Context: an optimization exercise on an open-source flow, tuned for small area. The choices shown serve that exercise and are no tape-out recipe.
In this exercise RTL edits were held to simulation tests only and were not proved equivalent to the original.
Power and IR drop assume default switching activity.

==> v30 <==
==> flow/design.v <==
module timing_tracker_top (
    input  logic         i_clk,
    input  logic         i_rstn,
    input  logic [27:0]  i_slots,
    output logic [383:0] o_intra,
    output logic [383:0] o_inter,
    output logic [11:0]  o_faw_last
);
    logic [2:0]  op  [4];
    logic [3:0]  bnk [4];
    logic [3:0]  is_act, is_cas;
    logic [3:0]  first;
    logic [15:0] sel [4];
    logic [6:0]  lq [4];
    for (genvar s = 0; s < 4; s++) begin : g_slot
        assign op[s]     = i_slots[7*s+4 +: 3];
        assign bnk[s]    = i_slots[7*s +: 4];
        assign is_act[s] = (op[s] == 3'd1);
        assign is_cas[s] = (op[s] == 3'd3) || (op[s] == 3'd4);
        always_comb begin
            first[s] = (op[s] != 3'd0);
            for (int j = 0; j < s; j++) begin
                if (op[j] != 3'd0 && bnk[j] == bnk[s]) first[s] = 1'b0;
            end
        end
        assign sel[s] = first[s] ? (16'd1 << bnk[s]) : 16'd0;
        logic [1:0] sidx;
        assign sidx = s;
        always_comb begin
            case (op[s])
                3'd1:    lq[s] = {1'b0, 6'd43 + {4'd0, sidx}};
                3'd2:    lq[s] = {1'b0, 6'd11 + {4'd0, sidx}};
                3'd3:    lq[s] = {2'b10, 5'd17 + {3'd0, sidx}};
                3'd4:    lq[s] = {2'b11, 5'd15 + {3'd0, sidx}};
                default: lq[s] = 7'd0;
            endcase
            if (!i_rstn) lq[s] = 7'd0;
        end
    end
    function automatic logic [5:0] dec4(input logic [5:0] t);
        dec4 = (t[5:2] != 4'd0) ? {t[5:2] - 4'd1, t[1:0]} : 6'd0;
    endfunction
    function automatic logic [5:0] satsub(input logic [5:0] t, input logic [5:0] d);
        satsub = (t > d) ? t - d : 6'd0;
    endfunction
    for (genvar b = 0; b < 16; b++) begin : g_bank
        logic       hit;
        logic [6:0] hq;
        logic [6:0] q;
        logic [5:0] pre, act, rd, wr;
        always_comb begin
            hit = 1'b0;
            hq  = 7'd0;
            for (int s = 0; s < 4; s++) begin
                hit = hit | sel[s][b];
                hq  = hq | ({7{sel[s][b]}} & lq[s]);
            end
        end
        logic [6:0] qd;
        always_comb begin
            if (q[6] & q[5]) begin
                qd = (q[4:2] != 3'd0) ? {q[6:5], q[4:2] - 3'd1, q[1:0]} : {q[6:5], 5'd0};
            end else begin
                qd = {q[6], dec4(q[5:0])};
            end
        end
        always_ff @(posedge i_clk) begin
            q <= hq | ({7{~(hit | !i_rstn)}} & qd);
        end
        logic [5:0] a14, b12, c6, t32;
        assign a14 = satsub(q[5:0], 6'd14);
        assign b12 = satsub({1'b0, q[4:0]}, 6'd12);
        assign c6  = satsub({1'b0, q[4:0]}, 6'd6);
        assign t32 = q[5] ? {2'b00, q[3:0]} : 6'd0;
        assign act = q[6] ? 6'd0 : q[5:0];
        assign pre = (!q[6] || !q[5]) ? a14 : {1'b0, q[4:0]};
        assign rd  = !q[6] ? t32 : (!q[5] ? a14 : c6);
        assign wr  = !q[6] ? t32 : b12;
        assign o_intra[24*b +: 24] = {pre, act, 2'b00, rd[3:0], 2'b00, wr[3:0]};
    end
    logic       act_vld;
    logic [1:0] act_s;
    logic [3:0] act_bnk;
    logic [3:0] ia_bnk_q;
    logic [5:0] ia_q;
    always_comb begin
        act_vld = |is_act;
        act_s   = 2'd3;
        act_bnk = bnk[3];
        for (int s = 2; s >= 0; s--) begin
            if (is_act[s]) begin
                act_s   = 2'(s);
                act_bnk = bnk[s];
            end
        end
    end
    always_ff @(posedge i_clk) begin
        if (!i_rstn) begin
            ia_q <= 6'd0;
        end else if (act_vld) begin
            ia_q <= 6'd43 + 6'(act_s);
        end else begin
            ia_q <= dec4(ia_q);
        end
    end
    always_ff @(posedge i_clk) begin
        if (act_vld) ia_bnk_q <= act_bnk;
    end
    logic       ia_g41, ia_g43;
    logic [2:0] ia_s3;
    assign ia_g41 = (ia_q > 6'd40);
    assign ia_g43 = (ia_q > 6'd42);
    assign ia_s3  = ia_q[2:0] - 3'd2;
    logic       cas_vld;
    logic [1:0] cas_s;
    logic [1:0] cas_grp;
    logic       cas_wr;
    logic [1:0] ic_grp_q;
    logic       ic_wr_q;
    logic [1:0] ic_s_q;
    logic [1:0] ic_age_q;
    always_comb begin
        cas_vld = |is_cas;
        cas_s   = 2'd3;
        cas_grp = bnk[3][3:2];
        cas_wr  = op[3][2];
        for (int s = 2; s >= 0; s--) begin
            if (is_cas[s]) begin
                cas_s   = 2'(s);
                cas_grp = bnk[s][3:2];
                cas_wr  = op[s][2];
            end
        end
    end
    always_ff @(posedge i_clk) begin
        if (!i_rstn) begin
            ic_age_q <= 2'd3;
        end else if (cas_vld) begin
            ic_age_q <= 2'd0;
        end else if (ic_age_q != 2'd3) begin
            ic_age_q <= ic_age_q + 2'd1;
        end
    end
    always_ff @(posedge i_clk) begin
        if (cas_vld) begin
            ic_grp_q <= cas_grp;
            ic_wr_q  <= cas_wr;
            ic_s_q   <= cas_s;
        end
    end
    function automatic logic [3:0] aged(input logic [3:0] rule, input logic [1:0] s,
                                        input logic [1:0] age);
        logic [4:0] up, dn;
        up = {1'b0, rule} + {3'd0, s};
        dn = 5'd3 + {1'd0, age, 2'b00};
        aged = (up > dn) ? 4'(up - dn) : 4'd0;
    endfunction
    logic [3:0] c_rd_l, c_wr_l, c_rd_s, c_wr_s;
    assign c_rd_l = aged(ic_wr_q ? 4'd12 : 4'd6, ic_s_q, ic_age_q);
    assign c_wr_l = aged(ic_wr_q ? 4'd6 : 4'd8, ic_s_q, ic_age_q);
    assign c_rd_s = aged(4'd4, ic_s_q, ic_age_q);
    assign c_wr_s = aged(ic_wr_q ? 4'd4 : 4'd8, ic_s_q, ic_age_q);
    for (genvar b = 0; b < 16; b++) begin : g_inter
        logic [5:0] act;
        logic [3:0] rd, wr;
        logic same_bank, same_grp, same_rank, lo_a, lo_s;
        assign same_bank = (ia_bnk_q == 4'(b));
        assign same_grp  = (ia_bnk_q[3:2] == 2'(b >> 2));
        assign same_rank = (ia_bnk_q[3] == 1'(b >> 3));
        assign lo_a = same_bank | (same_grp & ia_g41);
        assign lo_s = same_rank & !same_grp & ia_g43;
        assign act = {same_bank ? ia_q[5:3] : 3'd0,
                      lo_a ? ia_q[2:0] : (lo_s ? ia_s3 : 3'd0)};
        assign rd  = (ic_grp_q == 2'(b >> 2)) ? c_rd_l :
                     (ic_grp_q[1] == 1'(b >> 3)) ? c_rd_s : 4'd0;
        assign wr  = (ic_grp_q == 2'(b >> 2)) ? c_wr_l :
                     (ic_grp_q[1] == 1'(b >> 3)) ? c_wr_s : 4'd0;
        assign o_inter[24*b +: 24] = {6'd0, act, 2'b00, rd, 2'b00, wr};
    end
    for (genvar r = 0; r < 2; r++) begin : g_faw
        logic       hit;
        logic [1:0] hs;
        logic [4:0] h_q;
        logic [1:0] s_q [5];
        logic [3:0] last;
        always_comb begin
            hit = 1'b0;
            hs  = 2'd3;
            for (int s = 3; s >= 0; s--) begin
                if (is_act[s] && bnk[s][3] == 1'(r)) begin
                    hit = 1'b1;
                    hs  = 2'(s);
                end
            end
        end
        always_ff @(posedge i_clk) begin
            if (!i_rstn) begin
                h_q <= 5'd0;
            end else begin
                h_q <= {h_q[3:0], hit};
            end
        end
        always_ff @(posedge i_clk) begin
            s_q[0] <= hs;
            for (int i = 1; i < 5; i++) s_q[i] <= s_q[i-1];
        end
        always_comb begin
            if (&h_q[3:0])
                last = 4'd5 + 4'(s_q[3]);
            else if (h_q[4] && ((h_q[3:0] == 4'b0111) || (h_q[3:0] == 4'b1011) ||
                                (h_q[3:0] == 4'b1101) || (h_q[3:0] == 4'b1110)))
                last = 4'd1 + 4'(s_q[4]);
            else
                last = 4'd0;
        end
        assign o_faw_last[6*r +: 6] = {2'b00, last};
    end
endmodule
==> flow/flow/run.sh <==
#!/bin/bash
# own layout flow: the standard synthesis, its combinational logic re-mapped for area by
# ABC (registers untouched), then the standard ORFS floorplan to finish, with the smallest
# buffer on each port and tie cells shared between nearby constant outputs
set -euo pipefail
W=$(pwd)
R=$W/orfs/results/$FLOW_PLATFORM/timing_tracker_top/base
YOSYS=$FLOW_HOME/../tools/install/yosys/bin/yosys
LIB=$FLOW_HOME/platforms/sky130hd/lib/sky130_fd_sc_hd__tt_025C_1v80.lib

# 1. standard synthesis, netlist only
bash standard.sh "$R/1_2_yosys.v" > synth_std.log 2>&1
cp "$R/1_2_yosys.v" "$W/1_2_yosys.std.v"

# 2. re-map the logic between the registers
SEQ=$(grep -o 'sky130_fd_sc_hd__[a-z0-9_]*' "$W/1_2_yosys.std.v" | sort -u | grep -E '__(e|s|se)?df|__dl|__conb' | sed 's/^/=/' | tr '\n' ' ')
DONTUSE="-dont_use sky130_fd_sc_hd__lpflow_* -dont_use sky130_fd_sc_hd__probe*"
PS=$(python3 -c "print(int(float('$FLOW_PERIOD_NS')*1000))")
sed -e "s|{LIB}|$LIB|g" -e "s|{IN}|$W/1_2_yosys.std.v|" -e "s|{TOP}|$FLOW_TOP|" -e "s|{SEQ}|$SEQ|" \
    -e "s|{ABC}|$W/flow/resyn.abc|" -e "s|{PS}|$PS|" -e "s|{DONTUSE}|$DONTUSE|" \
    -e "s|{STAT}|$W/resyn_stat.txt|" -e "s|{OUT}|$W/1_2_yosys.resyn.v|" flow/resyn.ys > resyn_run.ys
"$YOSYS" -s resyn_run.ys > resyn.log 2>&1
sleep 1
cp "$W/1_2_yosys.resyn.v" "$R/1_2_yosys.v"
touch "$R/1_2_yosys.v"

# 3. the standard flow from the netlist through placement, port buffers of the smallest buffer
BP='BUFFER_PORTS_ARGS=-buffer_cell sky130_fd_sc_hd__buf_1'
bash standard.sh "$BP" "$R/3_place.odb" > flow_place.log 2>&1

# 4. nearby constant outputs share one tie cell
sleep 1
TIE_IN_DB="$R/3_place.odb" TIE_OUT_DB="$R/3_place.odb" \
    openroad -no_init -exit flow/tie_merge.tcl > tie_merge.log 2>&1
touch "$R/3_place.odb"

# 5. the standard flow from clock tree synthesis to the end; the clock tree of small buffers
# and without dummy loads
CTS="CTS_ARGS=-sink_clustering_enable -repair_clock_nets -dont_use_dummy_load -buf_list {sky130_fd_sc_hd__clkbuf_4 sky130_fd_sc_hd__clkbuf_8}"
bash standard.sh "$BP" "$CTS" finish > flow_finish.log 2>&1
==> flow/flow/resyn.abc <==
strash
&get -n
&deepsyn -T 180
&put
dch -f
amap
strash
dch -f
amap
topo
==> flow/flow/resyn.ys <==
# re-map the standard synthesis's combinational logic for area; registers are kept as they are
read_liberty -ignore_miss_func -wb {LIB}
read_verilog {IN}
hierarchy -top {TOP}
setattr -mod -set keep_hierarchy 1 {SEQ}
flatten -wb
opt_clean -purge
opt -purge
abc -liberty {LIB} -script {ABC} -D {PS} {DONTUSE}
opt_clean -purge
hilomap -singleton -hicell sky130_fd_sc_hd__conb_1 HI -locell sky130_fd_sc_hd__conb_1 LO
insbuf -buf sky130_fd_sc_hd__buf_4 A X
splitnets
opt_clean -purge
rename -hide w:*.*
tee -o {STAT} stat -liberty {LIB}
write_verilog -noattr -nohex -nodec {OUT}
==> flow/flow/tie_merge.tcl <==
# share tie cells between nearby constant output ports: each conb_1 output net that drives only
# output ports is merged with its neighbours along the die edge, up to MAXN ports within SPAN um
set in_db $::env(TIE_IN_DB)
set out_db $::env(TIE_OUT_DB)
set MAXN 6
set SPAN 40.0
read_db $in_db
set block [ord::get_db_block]
set dbu [$block getDbUnitsPerMicron]
set die [$block getDieArea]
set W [$die xMax]
set H [$die yMax]
set cands {}
foreach inst [$block getInsts] {
  if {[[$inst getMaster] getName] ne "sky130_fd_sc_hd__conb_1"} { continue }
  foreach it [$inst getITerms] {
    set mt [$it getMTerm]
    set pn [$mt getName]
    if {$pn ne "HI" && $pn ne "LO"} { continue }
    set net [$it getNet]
    if {$net eq "NULL" || $net eq ""} { continue }
    set others 0
    foreach it2 [$net getITerms] { if {$it2 ne $it} { incr others } }
    set bts [$net getBTerms]
    if {$others != 0 || [llength $bts] != 1} { continue }
    set bt [lindex $bts 0]
    set bb [$bt getBBox]
    set x [expr {([$bb xMin] + [$bb xMax]) / 2}]
    set y [expr {([$bb yMin] + [$bb yMax]) / 2}]
    # position along the perimeter, counter-clockwise from the origin
    if {$y <= 0} { set p $x } elseif {$x >= $W} { set p [expr {$W + $y}] } elseif {$y >= $H} { set p [expr {$W + $H + ($W - $x)}] } else { set p [expr {2*$W + $H + ($H - $y)}] }
    lappend cands [list $p $pn $inst $net $bt]
  }
}
set cands [lsort -real -index 0 $cands]
set removed 0
foreach pn {LO HI} {
  set grp {}
  set list {}
  foreach c $cands { if {[lindex $c 1] eq $pn} { lappend list $c } }
  set i 0
  set n [llength $list]
  while {$i < $n} {
    set first [lindex $list $i]
    set p0 [lindex $first 0]
    set knet [lindex $first 3]
    set j [expr {$i + 1}]
    while {$j < $n && $j - $i < $MAXN && ([lindex [lindex $list $j] 0] - $p0) <= $SPAN * $dbu} {
      set c [lindex $list $j]
      set bt [lindex $c 4]
      set onet [lindex $c 3]
      set oinst [lindex $c 2]
      $bt connect $knet
      odb::dbInst_destroy $oinst
      odb::dbNet_destroy $onet
      incr removed
      incr j
    }
    set i $j
  }
}
puts "tie_merge: [llength $cands] tie-driven ports, removed $removed tie cells"
write_db $out_db
==> flow/standard.sh <==
#!/bin/bash
# synth_recipe.tcl (not shown) runs the flow's synth.tcl, then flattens the netlist and writes it again
# the make line also repeats each setting of config.mk as NAME=value (left out here)
make -C /OpenROAD-flow-scripts/flow DESIGN_CONFIG=/design/flow/config.mk WORK_HOME=/design/flow/orfs CLKGATE_MAP_FILE= SYNTH_SCRIPT=/design/flow/synth_recipe.tcl "${@:-finish}"
==> flow/config.mk <==
export PLATFORM = sky130hd
export DESIGN_NAME = timing_tracker_top
export DESIGN_NICKNAME = timing_tracker_top
export VERILOG_FILES = /design/flow/design.v
export SDC_FILE = /design/flow/constraint.sdc
export NUM_CORES = 4
export LEC_CHECK = 0
export CAP_MARGIN = 5
export CORE_AREA = 5 5 275 275
export DIE_AREA = 0 0 280 280
export SLEW_MARGIN = 5
==> flow/constraint.sdc <==
create_clock -name core_clock -period 5.0 [get_ports {i_clk}]
set_input_delay 1.0000 -clock core_clock [delete_from_list [all_inputs] [get_ports {i_clk}]]
set_output_delay 1.0000 -clock core_clock [all_outputs]
set_load 0.01 [all_outputs]
==> v32 (differences from v30) <==
==> flow/design.v, changed modules only <==
module timing_tracker_top (
    input  logic         i_clk,
    input  logic         i_rstn,
    input  logic [27:0]  i_slots,
    output logic [383:0] o_intra,
    output logic [383:0] o_inter,
    output logic [11:0]  o_faw_last
);
    logic [2:0]  op  [4];
    logic [3:0]  bnk [4];
    logic [3:0]  is_act, is_cas;
    logic [3:0]  first;
    logic [15:0] sel [4];
    logic [6:0]  lq [4];
    for (genvar s = 0; s < 4; s++) begin : g_slot
        assign op[s]     = i_slots[7*s+4 +: 3];
        assign bnk[s]    = i_slots[7*s +: 4];
        assign is_act[s] = (op[s] == 3'd1);
        assign is_cas[s] = (op[s] == 3'd3) || (op[s] == 3'd4);
        always_comb begin
            first[s] = (op[s] != 3'd0);
            for (int j = 0; j < s; j++) begin
                if (op[j] != 3'd0 && bnk[j] == bnk[s]) first[s] = 1'b0;
            end
        end
        assign sel[s] = first[s] ? (16'd1 << bnk[s]) : 16'd0;
        logic [1:0] sidx;
        assign sidx = s;
        always_comb begin
            case (op[s])
                3'd1:    lq[s] = {1'b0, 6'd43 + {4'd0, sidx}};
                3'd2:    lq[s] = {1'b0, 6'd11 + {4'd0, sidx}};
                3'd3:    lq[s] = {2'b11, 5'd5 + {3'd0, sidx}};
                3'd4:    lq[s] = {2'b10, 5'd15 + {3'd0, sidx}};
                default: lq[s] = 7'd0;
            endcase
            if (!i_rstn) lq[s] = 7'd0;
        end
    end
    function automatic logic [5:0] dec4(input logic [5:0] t);
        dec4 = (t[5:2] != 4'd0) ? {t[5:2] - 4'd1, t[1:0]} : 6'd0;
    endfunction
    function automatic logic [5:0] satsub(input logic [5:0] t, input logic [5:0] d);
        satsub = (t > d) ? t - d : 6'd0;
    endfunction
    for (genvar b = 0; b < 16; b++) begin : g_bank
        logic       hit;
        logic [6:0] hq;
        logic [6:0] q;
        logic [5:0] pc;
        logic [5:0] pre, act, rd, wr;
        always_comb begin
            hit = 1'b0;
            hq  = 7'd0;
            for (int s = 0; s < 4; s++) begin
                hit = hit | sel[s][b];
                hq  = hq | ({7{sel[s][b]}} & lq[s]);
            end
        end
        always_ff @(posedge i_clk) begin
            if (hit | !i_rstn) begin
                q <= hq;
            end else if (q[6]) begin
                q <= (q[4:2] != 3'd0) ? {q[6:5], q[4:2] - 3'd1, q[1:0]} : {q[6:5], 5'd0};
            end else begin
                q <= {1'b0, dec4(q[5:0])};
            end
        end
        assign pc = {1'b0, q[4:0]};
        always_comb begin
            if (!q[6]) begin
                act = q[5:0];
                pre = satsub(q[5:0], 6'd14);
                rd  = q[5] ? {2'b00, q[3:0]} : 6'd0;
                wr  = rd;
            end else if (q[5]) begin
                act = 6'd0;
                pre = satsub(pc, 6'd2);
                rd  = pre;
                wr  = pc;
            end else begin
                act = 6'd0;
                pre = pc;
                rd  = satsub(pc, 6'd6);
                wr  = satsub(pc, 6'd12);
            end
        end
        assign o_intra[24*b +: 24] = {pre, act, 2'b00, rd[3:0], 2'b00, wr[3:0]};
    end
    logic       act_vld;
    logic [1:0] act_s;
    logic [3:0] act_bnk;
    logic [3:0] ia_bnk_q;
    logic [5:0] ia_q;
    always_comb begin
        act_vld = |is_act;
        act_s   = 2'd3;
        act_bnk = bnk[3];
        for (int s = 2; s >= 0; s--) begin
            if (is_act[s]) begin
                act_s   = 2'(s);
                act_bnk = bnk[s];
            end
        end
    end
    always_ff @(posedge i_clk) begin
        if (!i_rstn) begin
            ia_q <= 6'd0;
        end else if (act_vld) begin
            ia_q <= 6'd43 + 6'(act_s);
        end else begin
            ia_q <= dec4(ia_q);
        end
    end
    always_ff @(posedge i_clk) begin
        if (act_vld) ia_bnk_q <= act_bnk;
    end
    logic [5:0] ia_same, ia_l, ia_s;
    assign ia_same = ia_q;
    assign ia_l    = (ia_q > 6'd40) ? 6'(ia_q - 6'd40) : 6'd0;
    assign ia_s    = (ia_q > 6'd42) ? 6'(ia_q - 6'd42) : 6'd0;
    logic       cas_vld;
    logic [1:0] cas_s;
    logic [1:0] cas_grp;
    logic       cas_wr;
    logic [1:0] ic_grp_q;
    logic       ic_wr_q;
    logic [1:0] ic_s_q;
    logic [1:0] ic_age_q;
    always_comb begin
        cas_vld = |is_cas;
        cas_s   = 2'd3;
        cas_grp = bnk[3][3:2];
        cas_wr  = op[3][2];
        for (int s = 2; s >= 0; s--) begin
            if (is_cas[s]) begin
                cas_s   = 2'(s);
                cas_grp = bnk[s][3:2];
                cas_wr  = op[s][2];
            end
        end
    end
    always_ff @(posedge i_clk) begin
        if (!i_rstn) begin
            ic_age_q <= 2'd3;
        end else if (cas_vld) begin
            ic_age_q <= 2'd0;
        end else if (ic_age_q != 2'd3) begin
            ic_age_q <= ic_age_q + 2'd1;
        end
    end
    always_ff @(posedge i_clk) begin
        if (cas_vld) begin
            ic_grp_q <= cas_grp;
            ic_wr_q  <= cas_wr;
            ic_s_q   <= cas_s;
        end
    end
    function automatic logic [3:0] aged(input logic [3:0] rule, input logic [1:0] s,
                                        input logic [1:0] age);
        logic [4:0] up, dn;
        up = {1'b0, rule} + {3'd0, s};
        dn = 5'd3 + {1'd0, age, 2'b00};
        aged = (up > dn) ? 4'(up - dn) : 4'd0;
    endfunction
    logic [3:0] c_rd_l, c_wr_l, c_rd_s, c_wr_s;
    assign c_rd_l = aged(ic_wr_q ? 4'd12 : 4'd6, ic_s_q, ic_age_q);
    assign c_wr_l = aged(ic_wr_q ? 4'd6 : 4'd8, ic_s_q, ic_age_q);
    assign c_rd_s = aged(4'd4, ic_s_q, ic_age_q);
    assign c_wr_s = aged(ic_wr_q ? 4'd4 : 4'd8, ic_s_q, ic_age_q);
    for (genvar b = 0; b < 16; b++) begin : g_inter
        logic [5:0] act;
        logic [3:0] rd, wr;
        logic same_bank, same_grp, same_rank;
        assign same_bank = (ia_bnk_q == 4'(b));
        assign same_grp  = (ia_bnk_q[3:2] == 2'(b >> 2));
        assign same_rank = (ia_bnk_q[3] == 1'(b >> 3));
        assign act = same_bank ? ia_same : same_grp ? ia_l : same_rank ? ia_s : 6'd0;
        assign rd  = (ic_grp_q == 2'(b >> 2)) ? c_rd_l :
                     (ic_grp_q[1] == 1'(b >> 3)) ? c_rd_s : 4'd0;
        assign wr  = (ic_grp_q == 2'(b >> 2)) ? c_wr_l :
                     (ic_grp_q[1] == 1'(b >> 3)) ? c_wr_s : 4'd0;
        assign o_inter[24*b +: 24] = {6'd0, act, 2'b00, rd, 2'b00, wr};
    end
    for (genvar r = 0; r < 2; r++) begin : g_faw
        logic       hit;
        logic [1:0] hs;
        logic [4:0] h_q;
        logic [1:0] s_q [5];
        logic [3:0] last;
        always_comb begin
            hit = 1'b0;
            hs  = 2'd3;
            for (int s = 3; s >= 0; s--) begin
                if (is_act[s] && bnk[s][3] == 1'(r)) begin
                    hit = 1'b1;
                    hs  = 2'(s);
                end
            end
        end
        always_ff @(posedge i_clk) begin
            if (!i_rstn) begin
                h_q <= 5'd0;
            end else begin
                h_q <= {h_q[3:0], hit};
            end
        end
        always_ff @(posedge i_clk) begin
            s_q[0] <= hs;
            for (int i = 1; i < 5; i++) s_q[i] <= s_q[i-1];
        end
        always_comb begin
            if (&h_q[3:0])
                last = 4'd5 + 4'(s_q[3]);
            else if (h_q[4] && ((h_q[3:0] == 4'b0111) || (h_q[3:0] == 4'b1011) ||
                                (h_q[3:0] == 4'b1101) || (h_q[3:0] == 4'b1110)))
                last = 4'd1 + 4'(s_q[4]);
            else
                last = 4'd0;
        end
        assign o_faw_last[6*r +: 6] = {2'b00, last};
    end
endmodule
--- a/flow/flow/run.sh
+++ b/flow/flow/run.sh
@@ -1,6 +1,5 @@
 #!/bin/bash
 # own layout flow: the standard synthesis, its combinational logic re-mapped for area by
-# ABC (registers untouched), then the standard ORFS floorplan to finish, with the smallest
-# buffer on each port and tie cells shared between nearby constant outputs
+# ABC (registers untouched), then the standard ORFS floorplan to finish
 set -euo pipefail
 W=$(pwd)
@@ -25,16 +24,4 @@
 touch "$R/1_2_yosys.v"
 
-# 3. the standard flow from the netlist through placement, port buffers of the smallest buffer
-BP='BUFFER_PORTS_ARGS=-buffer_cell sky130_fd_sc_hd__buf_1'
-bash standard.sh "$BP" "$R/3_place.odb" > flow_place.log 2>&1
-
-# 4. nearby constant outputs share one tie cell
-sleep 1
-TIE_IN_DB="$R/3_place.odb" TIE_OUT_DB="$R/3_place.odb" \
-    openroad -no_init -exit flow/tie_merge.tcl > tie_merge.log 2>&1
-touch "$R/3_place.odb"
-
-# 5. the standard flow from clock tree synthesis to the end; the clock tree of small buffers
-# and without dummy loads
-CTS="CTS_ARGS=-sink_clustering_enable -repair_clock_nets -dont_use_dummy_load -buf_list {sky130_fd_sc_hd__clkbuf_4 sky130_fd_sc_hd__clkbuf_8}"
-bash standard.sh "$BP" "$CTS" finish > flow_finish.log 2>&1
+# 3. the standard flow from the netlist on, port buffers of the smallest buffer
+bash standard.sh 'BUFFER_PORTS_ARGS=-buffer_cell sky130_fd_sc_hd__buf_1' finish > flow_std.log 2>&1
==> flow/flow/resyn.abc (replaced) <==
strash
&get -n
&deepsyn -T 60
&put
dch -f
amap
topo
--- a/flow/config.mk
+++ b/flow/config.mk
@@ -6,6 +6,6 @@
 export NUM_CORES = 4
 export LEC_CHECK = 0
-export CAP_MARGIN = 5
+export CAP_MARGIN = 20
 export CORE_AREA = 5 5 275 275
 export DIE_AREA = 0 0 280 280
-export SLEW_MARGIN = 5
+export SLEW_MARGIN = 20
removed: flow/flow/tie_merge.tcl
==> metrics.csv <==
metric;value;unit
num_antenna_cells;3;
worstSetupStartpointType;input port;
cp-startpoint;i_slots[5];
m1WireLength;34100;um
status;complete, no violations;
n_all_buffers;633;
slowest_delay;0.56;ns
slew_headroom;0.365;
-- figures above: v32

==> metrics.csv <==
metric;value;unit
status;complete, no violations;
m1WireLength;34200;um
hold_path.startpoint;g_faw[0].s_q[2][1];
n_all_buffers;608;
slowest_delay;0.50;ns
pwr-share-comb;0.410;
num_antenna_cells;6;
cp-startpoint;g_bank[15].q[2];
timing.rr.end;g_bank[13].q[5];
slew_headroom;0.213;
-- figures above: v30

-- static timing again, ports no longer ideal --
The flow's constraints put no driver on any port. The routed layouts listed below were extracted and timed again, unchanged, in two steps. Step 1: set_driving_cell puts a clkbuf_16 on i_clk and a buf_2 on each other input, an assumption about the parent block. Step 2 moves the port delays by t, midway between the first and last clock arrival at a register: inputs arrive t later, outputs are due t later. That takes back most of the time a late clock gives input paths. Three values: ideal, step 1, step 2; two values: the first two.
run | shift t [ns] | setup WS [ns] | cell pins on the clock port's net
v30 | 0.573 | 0.988 / 0.932 / 0.696 | 1
v32 | 0.531 | 0.668 / 0.706 / 0.175 | 1
After both steps setup and hold are still met in every run listed. The setup slack of v32, which loses most, moves by +0.038 ns with the drivers and by -0.493 ns with both steps.
